This is an optimization exercise on Yosys and OpenROAD, whose aim is small area and few clock cycles per item, not a production implementation.
No functional check of the RTL was part of any run shown here.

==> flow/design.v (outline; a module is shown in full before it is edited, if it fits) <==
// module fp_mult_pipe: 1847 lines
// module fp_mult_fa: 10 lines
// module fp_mult_ha: 9 lines
// module fp_mult_bsel2: 9 lines
module fp_mult_pipe #(
    parameter int EXP_W = 8,
    parameter int MAN_W = 23
) (
    input  logic                   clk,
    input  logic                   rst_n,
    input  logic                   in_valid,
    output logic                   in_ready,
    input  logic [EXP_W+MAN_W:0]   a,
    input  logic [EXP_W+MAN_W:0]   b,
    output logic                   out_valid,
    input  logic                   out_ready,
    output logic [EXP_W+MAN_W:0]   product,
    output logic [4:0]             flags
);
  // ...
==> flow/flow/run.sh <==
#!/bin/bash
# Standard layout with two changes: the port buffers are buf_2 cells, and right
# after synthesis every combinational cell is set to its smallest drive strength
# (the standard repair steps then size up what timing and slew need).
set -euo pipefail
export BUFFER_PORTS_ARGS="-buffer_cell sky130_fd_sc_hd__buf_2"
bash standard.sh synth > synth.log 2>&1
DS_ODB="$PWD/orfs/results/$FLOW_PLATFORM/fp_mult_pipe/base/1_synth.odb" \
DS_LIB="$FLOW_HOME/platforms/$FLOW_PLATFORM/lib/sky130_fd_sc_hd__tt_025C_1v80.lib" \
DS_MAP="$PWD/flow/downsize_map.txt" \
  openroad -no_init -exit flow/downsize.tcl > downsize.log 2>&1
export SKIP_GATE_CLONING=1
bash standard.sh > standard.log 2>&1
==> flow/flow/downsize.tcl <==
# Replace every combinational cell by the smallest cell of the same function
# (same name but drive strength); the resizer later sizes up what timing needs.
set odb $::env(DS_ODB)
read_liberty $::env(DS_LIB)
read_db $odb
set map [dict create]
set f [open $::env(DS_MAP)]
while {[gets $f line] >= 0} {
  if {[llength $line] == 2} { dict set map [lindex $line 0] [lindex $line 1] }
}
close $f
set n 0
foreach inst [get_cells *] {
  set ref [get_property $inst ref_name]
  if {[dict exists $map $ref]} {
    replace_cell $inst [dict get $map $ref]
    incr n
  }
}
puts "downsize: replaced $n instances"
write_db $odb
==> flow/flow/downsize_map.txt <==
sky130_fd_sc_hd__a2111o_2 sky130_fd_sc_hd__a2111o_1
sky130_fd_sc_hd__a2111o_4 sky130_fd_sc_hd__a2111o_1
sky130_fd_sc_hd__a2111oi_1 sky130_fd_sc_hd__a2111oi_0
sky130_fd_sc_hd__a2111oi_2 sky130_fd_sc_hd__a2111oi_0
sky130_fd_sc_hd__a2111oi_4 sky130_fd_sc_hd__a2111oi_0
sky130_fd_sc_hd__a211o_2 sky130_fd_sc_hd__a211o_1
sky130_fd_sc_hd__a211o_4 sky130_fd_sc_hd__a211o_1
sky130_fd_sc_hd__a211oi_2 sky130_fd_sc_hd__a211oi_1
sky130_fd_sc_hd__a211oi_4 sky130_fd_sc_hd__a211oi_1
sky130_fd_sc_hd__a21bo_4 sky130_fd_sc_hd__a21bo_1
sky130_fd_sc_hd__a21boi_2 sky130_fd_sc_hd__a21boi_0
sky130_fd_sc_hd__a21boi_4 sky130_fd_sc_hd__a21boi_0
sky130_fd_sc_hd__a21o_2 sky130_fd_sc_hd__a21o_1
sky130_fd_sc_hd__a21o_4 sky130_fd_sc_hd__a21o_1
sky130_fd_sc_hd__a21oi_2 sky130_fd_sc_hd__a21oi_1
sky130_fd_sc_hd__a21oi_4 sky130_fd_sc_hd__a21oi_1
sky130_fd_sc_hd__a221o_2 sky130_fd_sc_hd__a221o_1
sky130_fd_sc_hd__a221o_4 sky130_fd_sc_hd__a221o_1
sky130_fd_sc_hd__a221oi_2 sky130_fd_sc_hd__a221oi_1
sky130_fd_sc_hd__a221oi_4 sky130_fd_sc_hd__a221oi_1
sky130_fd_sc_hd__a22o_2 sky130_fd_sc_hd__a22o_1
sky130_fd_sc_hd__a22o_4 sky130_fd_sc_hd__a22o_1
sky130_fd_sc_hd__a22oi_2 sky130_fd_sc_hd__a22oi_1
sky130_fd_sc_hd__a22oi_4 sky130_fd_sc_hd__a22oi_1
sky130_fd_sc_hd__a2bb2o_2 sky130_fd_sc_hd__a2bb2o_1
sky130_fd_sc_hd__a2bb2o_4 sky130_fd_sc_hd__a2bb2o_1
sky130_fd_sc_hd__a2bb2oi_2 sky130_fd_sc_hd__a2bb2oi_1
sky130_fd_sc_hd__a2bb2oi_4 sky130_fd_sc_hd__a2bb2oi_1
sky130_fd_sc_hd__a311o_2 sky130_fd_sc_hd__a311o_1
sky130_fd_sc_hd__a311o_4 sky130_fd_sc_hd__a311o_1
sky130_fd_sc_hd__a311oi_2 sky130_fd_sc_hd__a311oi_1
sky130_fd_sc_hd__a311oi_4 sky130_fd_sc_hd__a311oi_1
sky130_fd_sc_hd__a31o_4 sky130_fd_sc_hd__a31o_1
sky130_fd_sc_hd__a31oi_2 sky130_fd_sc_hd__a31oi_1
sky130_fd_sc_hd__a31oi_4 sky130_fd_sc_hd__a31oi_1
sky130_fd_sc_hd__a32o_2 sky130_fd_sc_hd__a32o_1
sky130_fd_sc_hd__a32o_4 sky130_fd_sc_hd__a32o_1
sky130_fd_sc_hd__a32oi_2 sky130_fd_sc_hd__a32oi_1
sky130_fd_sc_hd__a32oi_4 sky130_fd_sc_hd__a32oi_1
sky130_fd_sc_hd__a41o_2 sky130_fd_sc_hd__a41o_1
sky130_fd_sc_hd__a41o_4 sky130_fd_sc_hd__a41o_1
sky130_fd_sc_hd__a41oi_2 sky130_fd_sc_hd__a41oi_1
sky130_fd_sc_hd__a41oi_4 sky130_fd_sc_hd__a41oi_1
sky130_fd_sc_hd__and2_2 sky130_fd_sc_hd__and2_0
sky130_fd_sc_hd__and2_4 sky130_fd_sc_hd__and2_0
sky130_fd_sc_hd__and2b_2 sky130_fd_sc_hd__and2b_1
sky130_fd_sc_hd__and2b_4 sky130_fd_sc_hd__and2b_1
sky130_fd_sc_hd__and3_2 sky130_fd_sc_hd__and3_1
sky130_fd_sc_hd__and3_4 sky130_fd_sc_hd__and3_1
sky130_fd_sc_hd__and3b_2 sky130_fd_sc_hd__and3b_1
sky130_fd_sc_hd__and3b_4 sky130_fd_sc_hd__and3b_1
sky130_fd_sc_hd__and4_2 sky130_fd_sc_hd__and4_1
sky130_fd_sc_hd__and4_4 sky130_fd_sc_hd__and4_1
sky130_fd_sc_hd__and4b_2 sky130_fd_sc_hd__and4b_1
sky130_fd_sc_hd__and4b_4 sky130_fd_sc_hd__and4b_1
sky130_fd_sc_hd__and4bb_4 sky130_fd_sc_hd__and4bb_1
sky130_fd_sc_hd__maj3_2 sky130_fd_sc_hd__maj3_1
sky130_fd_sc_hd__maj3_4 sky130_fd_sc_hd__maj3_1
sky130_fd_sc_hd__mux2_4 sky130_fd_sc_hd__mux2_1
sky130_fd_sc_hd__mux2_8 sky130_fd_sc_hd__mux2_1
sky130_fd_sc_hd__mux2i_2 sky130_fd_sc_hd__mux2i_1
sky130_fd_sc_hd__mux2i_4 sky130_fd_sc_hd__mux2i_1
sky130_fd_sc_hd__mux4_1 sky130_fd_sc_hd__mux4_2
sky130_fd_sc_hd__mux4_4 sky130_fd_sc_hd__mux4_2
sky130_fd_sc_hd__nand2_2 sky130_fd_sc_hd__nand2_1
sky130_fd_sc_hd__nand2_4 sky130_fd_sc_hd__nand2_1
sky130_fd_sc_hd__nand2_8 sky130_fd_sc_hd__nand2_1
sky130_fd_sc_hd__nand2b_2 sky130_fd_sc_hd__nand2b_1
sky130_fd_sc_hd__nand2b_4 sky130_fd_sc_hd__nand2b_1
sky130_fd_sc_hd__nand3_2 sky130_fd_sc_hd__nand3_1
sky130_fd_sc_hd__nand3_4 sky130_fd_sc_hd__nand3_1
sky130_fd_sc_hd__nand3b_2 sky130_fd_sc_hd__nand3b_1
sky130_fd_sc_hd__nand3b_4 sky130_fd_sc_hd__nand3b_1
sky130_fd_sc_hd__nand4_2 sky130_fd_sc_hd__nand4_1
sky130_fd_sc_hd__nand4_4 sky130_fd_sc_hd__nand4_1
sky130_fd_sc_hd__nand4b_2 sky130_fd_sc_hd__nand4b_1
sky130_fd_sc_hd__nand4b_4 sky130_fd_sc_hd__nand4b_1
sky130_fd_sc_hd__nand4bb_2 sky130_fd_sc_hd__nand4bb_1
sky130_fd_sc_hd__nand4bb_4 sky130_fd_sc_hd__nand4bb_1
sky130_fd_sc_hd__nor2_2 sky130_fd_sc_hd__nor2_1
sky130_fd_sc_hd__nor2_4 sky130_fd_sc_hd__nor2_1
sky130_fd_sc_hd__nor2_8 sky130_fd_sc_hd__nor2_1
sky130_fd_sc_hd__nor2b_2 sky130_fd_sc_hd__nor2b_1
sky130_fd_sc_hd__nor2b_4 sky130_fd_sc_hd__nor2b_1
sky130_fd_sc_hd__nor3_2 sky130_fd_sc_hd__nor3_1
sky130_fd_sc_hd__nor3_4 sky130_fd_sc_hd__nor3_1
sky130_fd_sc_hd__nor3b_2 sky130_fd_sc_hd__nor3b_1
sky130_fd_sc_hd__nor3b_4 sky130_fd_sc_hd__nor3b_1
sky130_fd_sc_hd__nor4_2 sky130_fd_sc_hd__nor4_1
sky130_fd_sc_hd__nor4_4 sky130_fd_sc_hd__nor4_1
sky130_fd_sc_hd__nor4b_2 sky130_fd_sc_hd__nor4b_1
sky130_fd_sc_hd__nor4b_4 sky130_fd_sc_hd__nor4b_1
sky130_fd_sc_hd__nor4bb_2 sky130_fd_sc_hd__nor4bb_1
sky130_fd_sc_hd__nor4bb_4 sky130_fd_sc_hd__nor4bb_1
sky130_fd_sc_hd__o2111a_2 sky130_fd_sc_hd__o2111a_1
sky130_fd_sc_hd__o2111a_4 sky130_fd_sc_hd__o2111a_1
sky130_fd_sc_hd__o2111ai_2 sky130_fd_sc_hd__o2111ai_1
sky130_fd_sc_hd__o2111ai_4 sky130_fd_sc_hd__o2111ai_1
sky130_fd_sc_hd__o211a_4 sky130_fd_sc_hd__o211a_1
sky130_fd_sc_hd__o211ai_2 sky130_fd_sc_hd__o211ai_1
sky130_fd_sc_hd__o211ai_4 sky130_fd_sc_hd__o211ai_1
sky130_fd_sc_hd__o21a_2 sky130_fd_sc_hd__o21a_1
sky130_fd_sc_hd__o21a_4 sky130_fd_sc_hd__o21a_1
sky130_fd_sc_hd__o21ai_2 sky130_fd_sc_hd__o21ai_0
sky130_fd_sc_hd__o21ai_4 sky130_fd_sc_hd__o21ai_0
sky130_fd_sc_hd__o21ba_4 sky130_fd_sc_hd__o21ba_1
sky130_fd_sc_hd__o21bai_2 sky130_fd_sc_hd__o21bai_1
sky130_fd_sc_hd__o21bai_4 sky130_fd_sc_hd__o21bai_1
sky130_fd_sc_hd__o221a_4 sky130_fd_sc_hd__o221a_1
sky130_fd_sc_hd__o221ai_2 sky130_fd_sc_hd__o221ai_1
sky130_fd_sc_hd__o221ai_4 sky130_fd_sc_hd__o221ai_1
sky130_fd_sc_hd__o22a_2 sky130_fd_sc_hd__o22a_1
sky130_fd_sc_hd__o22a_4 sky130_fd_sc_hd__o22a_1
sky130_fd_sc_hd__o22ai_2 sky130_fd_sc_hd__o22ai_1
sky130_fd_sc_hd__o22ai_4 sky130_fd_sc_hd__o22ai_1
sky130_fd_sc_hd__o2bb2a_2 sky130_fd_sc_hd__o2bb2a_1
sky130_fd_sc_hd__o2bb2a_4 sky130_fd_sc_hd__o2bb2a_1
sky130_fd_sc_hd__o2bb2ai_2 sky130_fd_sc_hd__o2bb2ai_1
sky130_fd_sc_hd__o2bb2ai_4 sky130_fd_sc_hd__o2bb2ai_1
sky130_fd_sc_hd__o311a_2 sky130_fd_sc_hd__o311a_1
sky130_fd_sc_hd__o311a_4 sky130_fd_sc_hd__o311a_1
sky130_fd_sc_hd__o311ai_2 sky130_fd_sc_hd__o311ai_0
sky130_fd_sc_hd__o311ai_4 sky130_fd_sc_hd__o311ai_0
sky130_fd_sc_hd__o31a_2 sky130_fd_sc_hd__o31a_1
sky130_fd_sc_hd__o31a_4 sky130_fd_sc_hd__o31a_1
sky130_fd_sc_hd__o31ai_2 sky130_fd_sc_hd__o31ai_1
sky130_fd_sc_hd__o31ai_4 sky130_fd_sc_hd__o31ai_1
sky130_fd_sc_hd__o32a_2 sky130_fd_sc_hd__o32a_1
sky130_fd_sc_hd__o32a_4 sky130_fd_sc_hd__o32a_1
sky130_fd_sc_hd__o32ai_2 sky130_fd_sc_hd__o32ai_1
sky130_fd_sc_hd__o32ai_4 sky130_fd_sc_hd__o32ai_1
sky130_fd_sc_hd__o41a_2 sky130_fd_sc_hd__o41a_1
sky130_fd_sc_hd__o41a_4 sky130_fd_sc_hd__o41a_1
sky130_fd_sc_hd__o41ai_2 sky130_fd_sc_hd__o41ai_1
sky130_fd_sc_hd__o41ai_4 sky130_fd_sc_hd__o41ai_1
sky130_fd_sc_hd__or2_4 sky130_fd_sc_hd__or2_0
sky130_fd_sc_hd__or2b_2 sky130_fd_sc_hd__or2b_1
sky130_fd_sc_hd__or2b_4 sky130_fd_sc_hd__or2b_1
sky130_fd_sc_hd__or3_2 sky130_fd_sc_hd__or3_1
sky130_fd_sc_hd__or3_4 sky130_fd_sc_hd__or3_1
sky130_fd_sc_hd__or3b_4 sky130_fd_sc_hd__or3b_1
sky130_fd_sc_hd__or4_2 sky130_fd_sc_hd__or4_1
sky130_fd_sc_hd__or4_4 sky130_fd_sc_hd__or4_1
sky130_fd_sc_hd__or4b_4 sky130_fd_sc_hd__or4b_1
sky130_fd_sc_hd__or4bb_2 sky130_fd_sc_hd__or4bb_1
sky130_fd_sc_hd__or4bb_4 sky130_fd_sc_hd__or4bb_1
sky130_fd_sc_hd__sdlclkp_2 sky130_fd_sc_hd__sdlclkp_1
sky130_fd_sc_hd__sdlclkp_4 sky130_fd_sc_hd__sdlclkp_1
sky130_fd_sc_hd__xnor2_2 sky130_fd_sc_hd__xnor2_1
sky130_fd_sc_hd__xnor2_4 sky130_fd_sc_hd__xnor2_1
sky130_fd_sc_hd__xnor3_2 sky130_fd_sc_hd__xnor3_1
sky130_fd_sc_hd__xnor3_4 sky130_fd_sc_hd__xnor3_1
sky130_fd_sc_hd__xor2_2 sky130_fd_sc_hd__xor2_1
sky130_fd_sc_hd__xor2_4 sky130_fd_sc_hd__xor2_1
sky130_fd_sc_hd__xor3_2 sky130_fd_sc_hd__xor3_1
sky130_fd_sc_hd__xor3_4 sky130_fd_sc_hd__xor3_1
==> flow/standard.sh <==
#!/bin/bash
# synth_recipe.tcl (not shown) runs the flow's synth.tcl, then flattens the netlist and writes it again
# the make line also repeats each setting of config.mk as NAME=value (left out here)
make -C /OpenROAD-flow-scripts/flow DESIGN_CONFIG=/design/flow/config.mk WORK_HOME=/design/flow/orfs CLKGATE_MAP_FILE= SYNTH_SCRIPT=/design/flow/synth_recipe.tcl "${@:-finish}"
==> flow/config.mk <==
export PLATFORM = sky130hd
export DESIGN_NAME = fp_mult_pipe
export DESIGN_NICKNAME = fp_mult_pipe
export VERILOG_FILES = /design/flow/design.v
export SDC_FILE = /design/flow/constraint.sdc
export NUM_CORES = 4
export LEC_CHECK = 0
export CAP_MARGIN = 20
export CORE_MARGIN = 2
export CORE_UTILIZATION = 40
export GPL_TIMING_DRIVEN = 1
export SETUP_SLACK_MARGIN = 0.0
export SLEW_MARGIN = 20
export SYNTH_HIERARCHICAL = 1
==> flow/constraint.sdc <==
create_clock -name core_clock -period 7.5 [get_ports {clk}]
set_input_delay 1.5000 -clock core_clock [delete_from_list [all_inputs] [get_ports {clk}]]
set_output_delay 1.5000 -clock core_clock [all_outputs]
set_load 0.01 [all_outputs]
==> key figures, run 1 <==
Place
  – Port bufs: 106
  – GP Congestion: 0.960

Finish
  – Fin nets: 2414
  – Most common cell after layout, fill and taps aside: xnor2_1
  – Multi-input combinational area share: 76.3%
  – # diodes: 0
  – Multi-input gate count: 1546
  – Max reg flops: 26

Clocking
  – CTS Root Cell: clkbuf_16
  – Number of setup buffers added after CTS: 0
  – CTS Buf Count: 5
  – H-Tree Level Count: 2
  – Cts repair resizes: 1
  – CTS tree: done

Worst setup path
  – Setup crit start: b[9]
  – RR Startpoint: v_r$_DFFE_PN0N_

Status
  – Outcome: timing/DRC/antenna clean

Detailed routing
  – WL met1: 24700 um
  – Post-route ant nets: 0

Global routing
  – Vias in the first global route: 14751

Timing
  – Crit path time final: 7.32 ns

Floorplan
  – Die X: 206 um
  – Floorplan core area: 39900 sq um
  – Initial core utilization: 40.8%

Logic synthesis
  – Largest cells by area after synthesis: fa_1 32%, xnor2_1 16%, o22ai_1 11%
  – Synth top area share: 32.4%
  – Synth Cell Area: 16300 sq um
==> run 2, diff against run 1 <==
--- a/flow/config.mk
+++ b/flow/config.mk
@@ -9,6 +9,6 @@
 export CORE_MARGIN = 2
 export CORE_UTILIZATION = 40
 export GPL_TIMING_DRIVEN = 1
-export SETUP_SLACK_MARGIN = 0.0
+export SETUP_SLACK_MARGIN = 0.05
 export SLEW_MARGIN = 20
 export SYNTH_HIERARCHICAL = 1
==> run 2 against run 1 <==
  * Critical path depth rose by 1
  * First-iteration DRC count rose by 14%
  * Fmax barely moved
  * Final cell count fell by 0.64%
  * Global-route usage barely moved
  * Non-clock buffer count fell by 16
  * Core utilization barely moved
  * Via count did not move
  * Critical endpoint is now p_r[42]$_DFFE_PN_
  * Largest cell class unchanged
  * Highest routed layer unchanged
==> key figures, run 2 <==
Global routing
  – Vias in the first global route: 15006 (+1.7%)
  – Total track usage: 26.7%
  – Largest net degree at the start of global routing: 45
  – Congestion Overflow GR: 0
  – First-pass GRT wire length: 86000 um
  – Initial antenna violation count: 0

Worst setup path
  – CP Launch Type: input pin
  – Critical path's largest stage delay: 0.57 ns
  – Setup crit start: b[15]
  – Worst path cell trace: buf_2 -> ha_1 -> inv_1 -> buf_4 -> buf_4 -> o22ai_1 -> fa_1 -> fa_1 -> fa_1 -> fa_1 -> fa_1 -> ha_1 -> buf_4 -> a21oi_1 -> nand3b_1 -> o21ai_0 -> o21a_1 -> a21o_1 -> a2111oi_4 -> buf_4 -> o21a_1 -> o311a_1
  – Worst Path Arrival: 7.35 ns
  – Slowest stage cell on the critical path: fa_1
  – Top cell by count, worst path: fa_1
  – R2R Path End: e_r[6]$_DFFE_PN_
  – Setup crit end kind: flip-flop
  – Reg2reg path depth: 2
  – WS Path Type: in -> reg
  – Worst EP required: 7.53 ns
  – Worst Setup EP: p_r[42]$_DFFE_PN_
  – Worst-path fanout max: 16
  – Slack of the worst reg-to-reg path: 6.23 ns
  – RR Startpoint: v_r$_DFFE_PN0N_

Logic synthesis
  – Yosys warns: 7
  – Largest cells by area after synthesis: fa_1 32%, xnor2_1 16%, o22ai_1 11%
  – Synth Cell Area: 16300 sq um (unchanged)
  – Synth top area share: 32.4% (unchanged)
  – Ys async rst share: 2.44%
  – Post-synth EDFFs: 40
  – Synth Register Bits: 41
  – Syn Inst Count: 1752
  – Synth area leader: fa_1
  – Top-count cell post-synth: xnor2_1
  – Syn Nets: 2179
  – Syn Area/Cell: 9.29 sq um
  – Top cells by count, synth: 301 x xnor2_1, 298 x o22ai_1, 265 x fa_1, 94 x ha_1, 75 x a21oi_1
  – Sequential area share after synthesis: 7.49%
  – Count of cell types in the netlist: 67
  – Synthesis area per yosys: 16400 sq um
  – Ys flop type: edfxtp_1

Detailed routing
  – Wire per inst: 22.6 um
  – Post-route ant nets: 0 (unchanged)
  – Vias per std cell: 5.96
  – Via count: 14892
  – Drt initial violations: 1452
  – DRC viols: 0
  – Routed WL: 56500 um
  – DRT Pass-1 Iters: 6

Timing
  – Crit path time final: 7.32 ns (+0.00386 ns)
  – Final Setup Violations: 0
  – Slew Viols, Final: 0
  – Max Clk Rate: 137 MHz
  – Fin. Hold Viols: 0
  – Period utilization: 97.6%
  – Worst Max-Slew Pin Slew: 0.802 ns
  – Final Skew: 0.00358 ns
  – RSZ-0062 raised after global routing: true
  – Worst rel slew slack: 46.0%

Floorplan
  – Die H: 206 um
  – Top Ports: 107
  – Die X: 206 um (unchanged)
  – Die area: 42300 sq um
  – Initial core utilization: 40.8% (unchanged)
  – Rows: 73
  – Floorplan core area: 39900 sq um (unchanged)

Finish
  – Largest reg by FF count: p_r
  – Layout cells sized above 1: 18.8%
  – # diodes: 0 (unchanged)
  – Fin nets: 2398 (-0.66%)
  – Area growth, synth to finish: 18.1%
  – Final instance area: 19200 sq um
  – Most frequent cells in the layout: 300 x xnor2_1, 291 x o22ai_1, 264 x fa_1
  – Most common cell after layout, fill and taps aside: xnor2_1
  – Top Registers: p_r x26, e_r x9
  – Max reg flops: 26 (unchanged)
  – Final core occ: 48.2%

Clocking
  – CTS Sinks: 41
  – CTS Root Cell: clkbuf_16
  – CTS clk-pin slew, worst paths: 0.06 ns
  – Clock tree buffer depth: 2
  – Later-pin clock latency in the skew report: 0.28 ns
  – CTS tree: done
  – Hold Buf Count CTS: 0
  – H-Tree Level Count: 2 (unchanged)
  – CTS Buf Count: 5 (unchanged)

Status
  – Outcome: timing/DRC/antenna clean

Worst hold path
  – Worst Hold Path Cells: 3
  – Worst hold start: v_r$_DFFE_PN0N_
  – Hold Path Class: reg -> reg

Place
  – Area after DPL: 18900 sq um
  – GP Congestion: 0.958 (-0.27%)
  – DP Wirelength: 48000 um
  – Port bufs: 106 (unchanged)

Run
  – Max-cap violations: 0
==> run 2: changes by cell type in the layout (fill, tap and decap cells not counted), moves of 2 or more <==
cell and delta:
inv_1 -2, inv_2 +2, nor3_2 +2, nor3_1 -2, buf_12 +6, o22ai_1 -4
buf_4 -22, o22ai_2 +4
==> run 2: final cells by class <==
type	instances	area, sq um
fillers	3815	20700
multi-input cells	1546	14700
repair buffers	307	2170
flip-flops and latches	41	1230
well taps	525	657
inverters	70	267
clock buffers	6	129
clock inverters	2	38.8
==> run 2: Yosys stat by module (local to each module, per instance) <==
| module | cell area (sq um) | times used |
|---|---|---|
| fp_mult_bsel2 | 6.26 | 297 |
| fp_mult_pipe | 8950 | 1 |
| fp_mult_ha | 12.5 | 23 |
| fp_mult_fa | 20.0 | 263 |
==> run 2: worst min-delay path by stage <==
stage                      end
3_3_place_gp   v_r$_DFFE_PN0N_
3_5_place_dp   v_r$_DFFE_PN0N_
5_1_grt        v_r$_DFFE_PN0N_
6_report       v_r$_DFFE_PN0N_
2_1_floorplan  v_r$_DFFE_PN0N_
4_1_cts        v_r$_DFFE_PN0N_
==> run 2: metrics by stage <==
step                      hold slack (ns)  setup WS (ns)  setup TNS (ns)  std cells
after global routing                0.957        -0.0370         -0.0639       2497
after detailed placement            0.882         -0.132          -0.425       2484
after floorplan                      1.20         0.0135               0       1752
final                               0.855          0.181               0       2497
after CTS                           0.899         0.0619               0       2492
after global placement              0.864        -0.0335         -0.0374       2484
==> run 2: logic make-up (layout without fill, tap and decap cells) <==
family,Yosys count,in the layout,synth area share [%]
AOI/OAI and AO/OA,523,523,20.4
adders and majority gates,359,359,39.6
xor gates and xnor gates,331,331,17.7
and+or+nand+nor,316,316,9.89
buffers and inverters,165,385,3.85
DFF,41,41,7.49
muxes,17,17,1.08
==> run 2: per-layer routing <==
layer | track usage [%] | vias to the layer above | share of wire (%)
li1 | - | 6788 | -
met1 | 36.5 | 7304 | 43
met2 | 41.6 | 696 | 44
met3 | 5.50 | 104 | 9.2
met4 | 9.85 | 0 | 4.0
met5 | 0 | - | 0
==> run 2: repair_timing <==
| action | CTS | global route |
|---|---|---|
| endpoints found under the setup margin | 9 | 42 |
| pin swaps | 0 | 2 |
| buffers inserted | 0 | 5 |
| gates resized for setup | 1 | 25 |
==> run 2: critical path, delay by kind of cell <==
| kind | cells | cell delay, ns |
|---|---|---|
| and+or+nand+nor | 1 | 0.09 |
| buffers and inverters | 6 | 0.95 |
| AOI/OAI and AO/OA | 8 | 1.73 |
| adders and majority gates | 7 | 3.06 |
==> run 3, diff against run 2 <==
--- a/flow/config.mk
+++ b/flow/config.mk
@@ -8,7 +8,7 @@
 export CAP_MARGIN = 20
 export CORE_MARGIN = 2
 export CORE_UTILIZATION = 40
-export GPL_TIMING_DRIVEN = 1
+export GPL_TIMING_DRIVEN = 0
 export SETUP_SLACK_MARGIN = 0.05
 export SLEW_MARGIN = 20
 export SYNTH_HIERARCHICAL = 1
==> run 3 against run 2 <==
  * Non-clock buffer count shrank 16
  * Clock skew is essentially flat
  * Sequential share of layout area shrank 0.19 points
  * Flip-flop and latch count is the same
  * Wire length grew 6.0%
  * Worst hold slack gained 0.028 ns
  * First-iteration DRC count grew 9.7%
  * Count of clock-buffer cells in the layout shrank 1
  * Final cell count shrank 0.64%
  * Core utilization grew 1.5 points
  * Critical endpoint is now p_r[40]$_DFFE_PN_
==> key figures, run 3 <==
Finish
  – Layout cells sized above 1: 22.5% (+3.7 points)
  – Largest reg by FF count: p_r
  – Max reg flops: 26 (unchanged)
  – Most frequent cells in the layout: 294 x xnor2_1, 253 x o22ai_1, 250 x fa_1
  – Finished Layout Cells: 2481 (-0.64%)
  – Final instance area: 19800 sq um (+3.1%)
  – Fin nets: 2382 (-0.67%)
  – Area growth, synth to finish: 21.7%
  – Most common cell after layout, fill and taps aside: xnor2_1
  – Top Registers: p_r x26, e_r x9
  – # diodes: 0 (unchanged)

Global routing
  – Grt met1 use: 38.7% (+2.2 points)
  – Largest net degree at the start of global routing: 27 (-40%)
  – Vias in the first global route: 15050 (+0.29%)
  – Total track usage: 27.7% (+1.0 points)
  – GR Layer Usage met3: 4.50% (-1.0 points)
  – First-pass GRT wire length: 89000 um (+3.4%)
  – Initial antenna violation count: 0 (unchanged)
  – Routing usage on met2: 44.2% (+2.6 points)
  – GRT busiest layer: met2
  – Congestion Overflow GR: 0 (unchanged)

Timing
  – Slew Viols, Final: 0 (unchanged)
  – WHS: 0.882 ns (+0.0278 ns)
  – Final Skew: 0.00403 ns (+0.000448 ns)
  – Max Clk Rate: 135 MHz (-0.90%)
  – Final Setup Violations: 0 (unchanged)
  – Period utilization: 98.5% (+0.89 points)
  – RSZ-0062 raised after global routing: true
  – Crit path time final: 7.39 ns (+0.0664 ns)
  – Fin worst setup slack: 0.114 ns (-0.0664 ns)
  – Fin. Hold Viols: 0 (unchanged)
  – Worst rel slew slack: 28.2% (-18 points)
  – Worst Max-Slew Pin Slew: 1.07 ns (+0.265 ns)

Clocking
  – CTS tree: done
  – CTS Sinks: 41 (unchanged)
  – Later-pin clock latency in the skew report: 0.29 ns (about the same)
  – Clock tree buffer depth: 2 (unchanged)
  – CTS Buf Count: 5 (unchanged)
  – H-Tree Level Count: 2 (unchanged)
  – CTS Root Cell: clkbuf_16
  – CTS clk-pin slew, worst paths: 0.06 ns (about the same)
  – Hold Buf Count CTS: 0 (unchanged)

Floorplan
  – Die H: 206 um (unchanged)
  – Die area: 42300 sq um (unchanged)
  – Top Ports: 107 (unchanged)
  – Die X: 206 um (unchanged)
  – Floorplan core area: 39900 sq um (unchanged)
  – Initial core utilization: 40.8% (unchanged)
  – Rows: 73 (unchanged)

Logic synthesis
  – Sequential area share after synthesis: 7.49% (unchanged)
  – Count of cell types in the netlist: 67 (unchanged)
  – Ys flop type: edfxtp_1
  – Ys async rst share: 2.44% (unchanged)
  – Syn Area/Cell: 9.29 sq um (unchanged)
  – Top cells by count, synth: 301 x xnor2_1, 298 x o22ai_1, 265 x fa_1, 94 x ha_1, 75 x a21oi_1
  – Synth top area share: 32.4% (unchanged)
  – Top-count cell post-synth: xnor2_1
  – Largest cells by area after synthesis: fa_1 32%, xnor2_1 16%, o22ai_1 11%
  – Syn Inst Count: 1752 (unchanged)
  – Yosys warns: 7 (unchanged)
  – Post-synth EDFFs: 40 (unchanged)
  – Synth area leader: fa_1
  – Synthesis area per yosys: 16400 sq um (unchanged)
  – Synth Cell Area: 16300 sq um (unchanged)
  – Synth Register Bits: 41 (unchanged)
  – Syn Nets: 2179 (unchanged)

Worst setup path
  – Slack of the worst reg-to-reg path: 6.16 ns (-0.07 ns)
  – CP Launch Type: input pin
  – RR Startpoint: v_r$_DFFE_PN0N_
  – Worst EP required: 7.53 ns (about the same)
  – Setup crit end kind: flip-flop
  – Reg2reg path depth: 2 (unchanged)
  – Worst-path fanout max: 10 (-6)
  – Worst Path Arrival: 7.42 ns (+0.07 ns)
  – R2R Path End: e_r[1]$_DFFE_PN_
  – WS Path Type: in -> reg

Place
  – Dpl cells: 2384 (-4.0%)
  – Port bufs: 106 (unchanged)
  – GP Congestion: 0.964 (+0.62%)
  – DP Wirelength: 46300 um (-3.6%)
  – Area after DPL: 17800 sq um (-6.1%)
  – Worst slack at placement: -1.63 ns (-1.50 ns)

Detailed routing
  – Routed WL: 59900 um (+6.0%)
  – Post-route ant nets: 0 (unchanged)
  – Via count: 15370 (+3.2%)
  – Drt initial violations: 1593 (+9.7%)
  – DRT Pass-1 Iters: 5 (-1)
  – DRC viols: 0 (unchanged)
  – Wire per inst: 24.1 um (+6.7%)
  – Vias per std cell: 6.20 (+3.9%)

Worst hold path
  – Hold Path Class: reg -> reg
  – Worst Hold Path Cells: 2 (-1)
  – Worst hold start: v_r$_DFFE_PN0N_
  – Hold Path End: v_r$_DFFE_PN0N_

Run
  – Max-cap violations: 0 (unchanged)

Status
  – Outcome: timing/DRC/antenna clean
[run 3: cell types whose count changed in the layout (fill, tap and decap cells not counted), moves of 12 or more]
cell,delta
buf_4,-90
clkbuf_1,+12
o22ai_2,+38
clkinvlp_4,+19
o22ai_1,-38
fa_1,-14
fa_2,+14
inv_1,-17
buf_6,+20
clkbuf_4,+19
[run 3: metrics by stage]
| step | utilization, % | setup TNS, ns |
|---|---|---|
| 6_report | 49.7 | 0 |
| 5_1_grt | 49.7 | -0.0360 |
| 4_1_cts | 47.2 | 0 |
| 3_5_place_dp | 44.5 | -62.33 |
| 3_3_place_gp | 44.4 | -54.84 |
| 2_1_floorplan | - | 0 |
[run 3: worst max path at each step]
stage                                 start                 to  slack (ns)
after floorplan                       b[21]  p_r[44]$_DFFE_PN_        0.01
after global placement    p_r[47]$_DFFE_PN_         product[5]       -1.45
after detailed placement  p_r[47]$_DFFE_PN_         product[5]       -1.63
after CTS                             b[17]  p_r[40]$_DFFE_PN_        0.05
after global routing                  b[17]  p_r[40]$_DFFE_PN_       -0.02
final                                 b[17]  p_r[40]$_DFFE_PN_        0.11
[run 3: Yosys stat by module (local to each module, per instance)]
module | cells | flops+latches
fp_mult_pipe | 1169 | 41
fp_mult_fa | 1 | 0
fp_mult_bsel2 | 1 | 0
fp_mult_ha | 1 | 0
[run 3: critical path: stages]
cell	delay [ns]
buf_2	0.13
buf_6	0.16
buf_4	0.21
xnor2_1	0.29
o22ai_2	0.15
fa_1	0.63
fa_1	0.48
fa_2	0.39
fa_1	0.53
fa_1	0.45
ha_1	0.29
clkbuf_4	0.17
nand4_1	0.15
nor3_2	0.23
inv_1	0.07
or4_4	0.52
a21o_4	0.25
a2111oi_4	0.37
buf_4	0.21
nand3_1	0.08
o311a_1	0.14
[run 3: logic make-up (layout without fill, tap and decap cells)]
logic type | Yosys count | after routing | share of synthesized area, %
XOR/XNOR | 331 | 331 | 17.7
adder cells (fa/ha/maj) | 359 | 359 | 39.6
AO/OA/AOI/OAI | 523 | 523 | 20.4
multiplexers | 17 | 17 | 1.08
flip-flops | 41 | 41 | 7.49
buffers and inverters | 165 | 369 | 3.85
AND/OR/NAND/NOR | 316 | 316 | 9.89
[run 3: layout make-up]
cell class | instances | area (sq um)
multi-input combinational | 1546 | 15300
buffer | 77 | 632
sequential | 41 | 1230
timing repair buffer | 214 | 1500
tap | 525 | 657
inverter | 70 | 334
clock inverter | 3 | 46.3
clock buffer | 5 | 125
fill | 3710 | 20100
[run 3: layer usage]
| metal | part of all wire (%) | vias to the layer above |
|---|---|---|
| met5 | 0 | - |
| met4 | 4.1 | 0 |
| met3 | 10 | 144 |
| met2 | 44 | 920 |
| met1 | 42 | 7532 |
| li1 | - | 6774 |
[run 3: repair_timing]
action	in CTS	in global routing
setup endpoints to repair	54	45
pin swaps	17	41
gates resized for setup	164	158
buffers inserted	57	50
==> run 4, diff against run 3 <==
--- a/flow/flow/run.sh
+++ b/flow/flow/run.sh
@@ -10,4 +10,5 @@
 DS_MAP="$PWD/flow/downsize_map.txt" \
   openroad -no_init -exit flow/downsize.tcl > downsize.log 2>&1
 export SKIP_GATE_CLONING=1
+export POST_GLOBAL_PLACE_TCL="$PWD/flow/post_gpl.tcl"
 bash standard.sh > standard.log 2>&1
==> flow/flow/post_gpl.tcl (new file) <==
# After timing-driven global placement: take out the buffers it inserted
# (the port buffers stay); the resize and CTS repair steps add back what
# slew, capacitance and timing need.
set bufs [get_cells -quiet place*]
puts "post_gpl: removing [llength $bufs] placement buffers"
if { [llength $bufs] > 0 } {
  remove_buffers $bufs
}
--- a/flow/config.mk
+++ b/flow/config.mk
@@ -8,7 +8,7 @@
 export CAP_MARGIN = 20
 export CORE_MARGIN = 2
 export CORE_UTILIZATION = 40
-export GPL_TIMING_DRIVEN = 0
+export GPL_TIMING_DRIVEN = 1
 export SETUP_SLACK_MARGIN = 0.05
 export SLEW_MARGIN = 20
 export SYNTH_HIERARCHICAL = 1
==> run 4 against run 3 <==
  * Fmax up 1.5%
  * Synthesized cell count unchanged
  * Still clean
  * Sequential share of layout area up 0.62 points
  * Critical endpoint unchanged
  * Via count down 7.4%
  * Global-route usage down 1.8 points
  * Worst hold slack better by 0.024 ns
  * Largest cell class unchanged
==> key figures, run 4 <==
Clocking
  – Clock tree buffer depth: 2 (unchanged)
  – Hold Buf Count CTS: 0 (unchanged)
  – Later-pin clock latency in the skew report: 0.29 ns (about the same)
  – CTS Root Cell: clkbuf_16
  – CTS clk-pin slew, worst paths: 0.06 ns (about the same)
  – CTS tree: done
  – CTS Buf Count: 5 (unchanged)
  – H-Tree Level Count: 2 (unchanged)
  – CTS Sinks: 41 (unchanged)

Finish
  – Top Registers: p_r x26, e_r x9
  – # diodes: 0 (unchanged)
  – Most common cell after layout, fill and taps aside: xnor2_1
  – Finished Layout Cells: 2277 (-8.2%)
  – Largest reg by FF count: p_r
  – Most frequent cells in the layout: 301 x xnor2_1, 282 x o22ai_1, 264 x fa_1
  – Filler Cells Inserted: 3806 (+2.6%)
  – Max reg flops: 26 (unchanged)
  – Area growth, synth to finish: 10.5%
  – Layout cells sized above 1: 10.4% (-12 points)
  – Fin nets: 2178 (-8.6%)
  – Final instance area: 18000 sq um (-9.2%)

Timing
  – Crit path time final: 7.28 ns (-0.110 ns)
  – Fin worst setup slack: 0.225 ns (+0.110 ns)
  – Worst rel slew slack: 47.6% (+19 points)
  – Worst Max-Slew Pin Slew: 0.779 ns (-0.288 ns)
  – WHS: 0.906 ns (+0.0241 ns)
  – Fin. Hold Viols: 0 (unchanged)
  – Period utilization: 97.0% (-1.5 points)
  – Final Setup Violations: 0 (unchanged)
  – RSZ-0062 raised after global routing: false
  – Slew Viols, Final: 0 (unchanged)
  – Max Clk Rate: 137 MHz (+1.5%)
  – Setup_tns: 0 ns (unchanged)
  – Final Skew: 0.00438 ns (+0.000351 ns)

Place
  – Worst slack at placement: -0.988 ns (+0.641 ns)
  – DP Wirelength: 43100 um (-6.8%)
  – Area after DPL: 16800 sq um (-5.4%)
  – Dpl cells: 2184 (-8.4%)
  – Port bufs: 106 (unchanged)

Logic synthesis
  – Yosys warns: 7 (unchanged)
  – Syn Area/Cell: 9.29 sq um (unchanged)
  – Ys flop type: edfxtp_1
  – Synth top area share: 32.4% (unchanged)
  – Ys async rst share: 2.44% (unchanged)
  – Synth area leader: fa_1
  – Syn Nets: 2179 (unchanged)
  – Top cells by count, synth: 301 x xnor2_1, 298 x o22ai_1, 265 x fa_1, 94 x ha_1, 75 x a21oi_1
  – Synth Register Bits: 41 (unchanged)
  – Sequential area share after synthesis: 7.49% (unchanged)
  – Syn Inst Count: 1752 (unchanged)
  – Post-synth EDFFs: 40 (unchanged)
  – Top-count cell post-synth: xnor2_1
  – Synth Cell Area: 16300 sq um (unchanged)
  – Count of cell types in the netlist: 67 (unchanged)
  – Largest cells by area after synthesis: fa_1 32%, xnor2_1 16%, o22ai_1 11%
  – Synthesis area per yosys: 16400 sq um (unchanged)

Global routing
  – Largest net degree at the start of global routing: 43 (+59%)
  – Vias in the first global route: 14083 (-6.4%)
  – Initial antenna violation count: 0 (unchanged)
  – Congestion Overflow GR: 0 (unchanged)
  – Total track usage: 25.9% (-1.8 points)
  – First-pass GRT wire length: 84100 um (-5.5%)

Detailed routing
  – DRC viols: 0 (unchanged)
  – Drt initial violations: 1590 (-0.19%)
  – Routed WL: 56200 um (-6.1%)
  – Via count: 14235 (-7.4%)
  – DRT Pass-1 Iters: 5 (unchanged)
  – Wire per inst: 24.7 um (+2.3%)
  – Post-route ant nets: 0 (unchanged)
  – Vias per std cell: 6.25 (+0.91%)

Worst setup path
  – Worst EP required: 7.53 ns (about the same)
  – Worst Path Arrival: 7.31 ns (-0.11 ns)
  – Slack of the worst reg-to-reg path: 6.21 ns (+0.05 ns)
  – Worst-path fanout max: 32 (+22)
  – CP Launch Type: input pin
  – Setup crit end kind: flip-flop
  – WS Path Type: in -> reg

Run
  – Max-cap violations: 0 (unchanged)

Status
  – Outcome: timing/DRC/antenna clean

Floorplan
  – Initial core utilization: 40.8% (unchanged)
  – Rows: 73 (unchanged)
  – Die H: 206 um (unchanged)
  – Top Ports: 107 (unchanged)
  – Floorplan core area: 39900 sq um (unchanged)
  – Die X: 206 um (unchanged)
  – Die area: 42300 sq um (unchanged)

Worst hold path
  – Hold Path Class: in -> async
==> run 4: worst paths after layout <==
path,start,cells after the start,to
setup / recovery,b[15],20,p_r[40]$_DFFE_PN_
hold / removal,rst_n,0,v_r$_DFFE_PN0N_
setup reg to reg,v_r$_DFFE_PN0N_,1,e_r[6]$_DFFE_PN_
hold reg to reg,v_r$_DFFE_PN0N_,2,v_r$_DFFE_PN0N_
max in group asynchronous,rst_n,0,v_r$_DFFE_PN0N_
min in group core_clock,v_r$_DFFE_PN0N_,2,v_r$_DFFE_PN0N_
==> run 4: cell type report <==
| cell class | count | area, sq um | share of cell area [%] |
|---|---|---|---|
| Clock inverter | 2 | 38.8 | 0.215 |
| Timing Repair Buffer | 87 | 727 | 4.04 |
| Inverter | 70 | 312 | 1.73 |
| Clock buffer | 6 | 129 | 0.716 |
| Tap cell | 525 | 657 | 3.65 |
| Multi-Input combinational cell | 1546 | 14900 | 82.8 |
| Sequential cell | 41 | 1230 | 6.81 |
==> run 4: cell families (layout without fill, tap and decap cells) <==
| family | after synthesis | count (layout) | synth area share, % |
|---|---|---|---|
| multiplexers | 17 | 17 | 1.08 |
| adder cells (fa/ha/maj) | 359 | 359 | 39.6 |
| AND/OR/NAND/NOR | 316 | 316 | 9.89 |
| flip-flops | 41 | 41 | 7.49 |
| buffers and inverters | 165 | 165 | 3.85 |
| XOR/XNOR | 331 | 331 | 17.7 |
| AO/OA/AOI/OAI | 523 | 523 | 20.4 |
==> run 4: stage by stage <==
| step | utilization, % |
|---|---|
| 2_1_floorplan | - |
| 3_3_place_gp | 47.4 |
| 3_5_place_dp | 42.1 |
| 4_1_cts | 43.3 |
| 5_1_grt | 45.1 |
| 6_report | 45.1 |
==> run 4: metal layers <==
metal  vias to the layer above  routed length [um]  global-route usage (%)
li1                       6362                   -                       -
met1                      7033               24100                    36.5
met2                       745               24800                    40.6
met3                        95                5360                    4.56
met4                         0                1930                    7.91
met5                         -                   0                       0
==> run 4: what timing repair did <==
item	4_1_cts	5_1_grt
gates cloned	0	0
endpoints found under the hold margin	0	0
pin swaps	3	5
resized for setup	33	29
setup endpoints to repair	46	43
setup buffers	17	68
==> run 4: critical path, cell delays in order <==
cell       delay [ns]
inv_1            0.20
nor3_1           0.14
a21oi_4          0.30
buf_4            0.20
o22ai_1          0.07
ha_1             0.33
fa_1             0.54
fa_1             0.44
fa_1             0.50
fa_1             0.51
ha_2             0.44
nand4_1          0.21
nor3_2           0.23
inv_1            0.05
or4_1            0.53
a21o_4           0.26
a2111oi_4        0.42
buf_4            0.21
nand3_1          0.08
o311a_1          0.13
==> run 4: per-module statistics from Yosys, one instance, submodules excluded <==
module / cell area (sq um) / cells / times used / flip-flops and latches
fp_mult_bsel2: 6.26 / 1 / 297 / 0
fp_mult_ha: 12.5 / 1 / 23 / 0
fp_mult_fa: 20.0 / 1 / 263 / 0
fp_mult_pipe: 8950 / 1169 / 1 / 41

-- what the ideal ports hide --
No port has a modelled driver above. Below, the same layouts with a new extraction and two added sets of constraints. Step 1 assumes that a clkbuf_16 drives the clock port and a buf_2 every other input. Step 2 moves the port delays by t, midway between the first and last clock arrival at a register: inputs arrive t later, outputs are due t later. That takes back most of the time a late clock gives input paths. Slacks: ideal ports / drivers / drivers and shift; pairs: ideal ports / drivers.
run	t (ns)	setup WS [ns]	worst hold slack (ns)	latest minus earliest clock arrival (ns)
run 1	0.324	0.185 / 0.201 / -0.123	0.868 / 0.868 / 0.868	0.009 / 0.009
run 2	0.322	0.181 / 0.201 / -0.120	0.855 / 0.855 / 0.855	0.006 / 0.007
run 3	0.318	0.114 / 0.121 / -0.197	0.882 / 0.882 / 0.882	0.007 / 0.008
run 4	0.319	0.225 / -0.637 / -0.956	0.906 / 0.884 / 1.005	0.004 / 0.004
Met with ideal ports but missed after step 2: setup timing in every run listed. The setup slack of run 4, which loses most, moves by -0.862 ns with the drivers and by -1.181 ns with both steps.
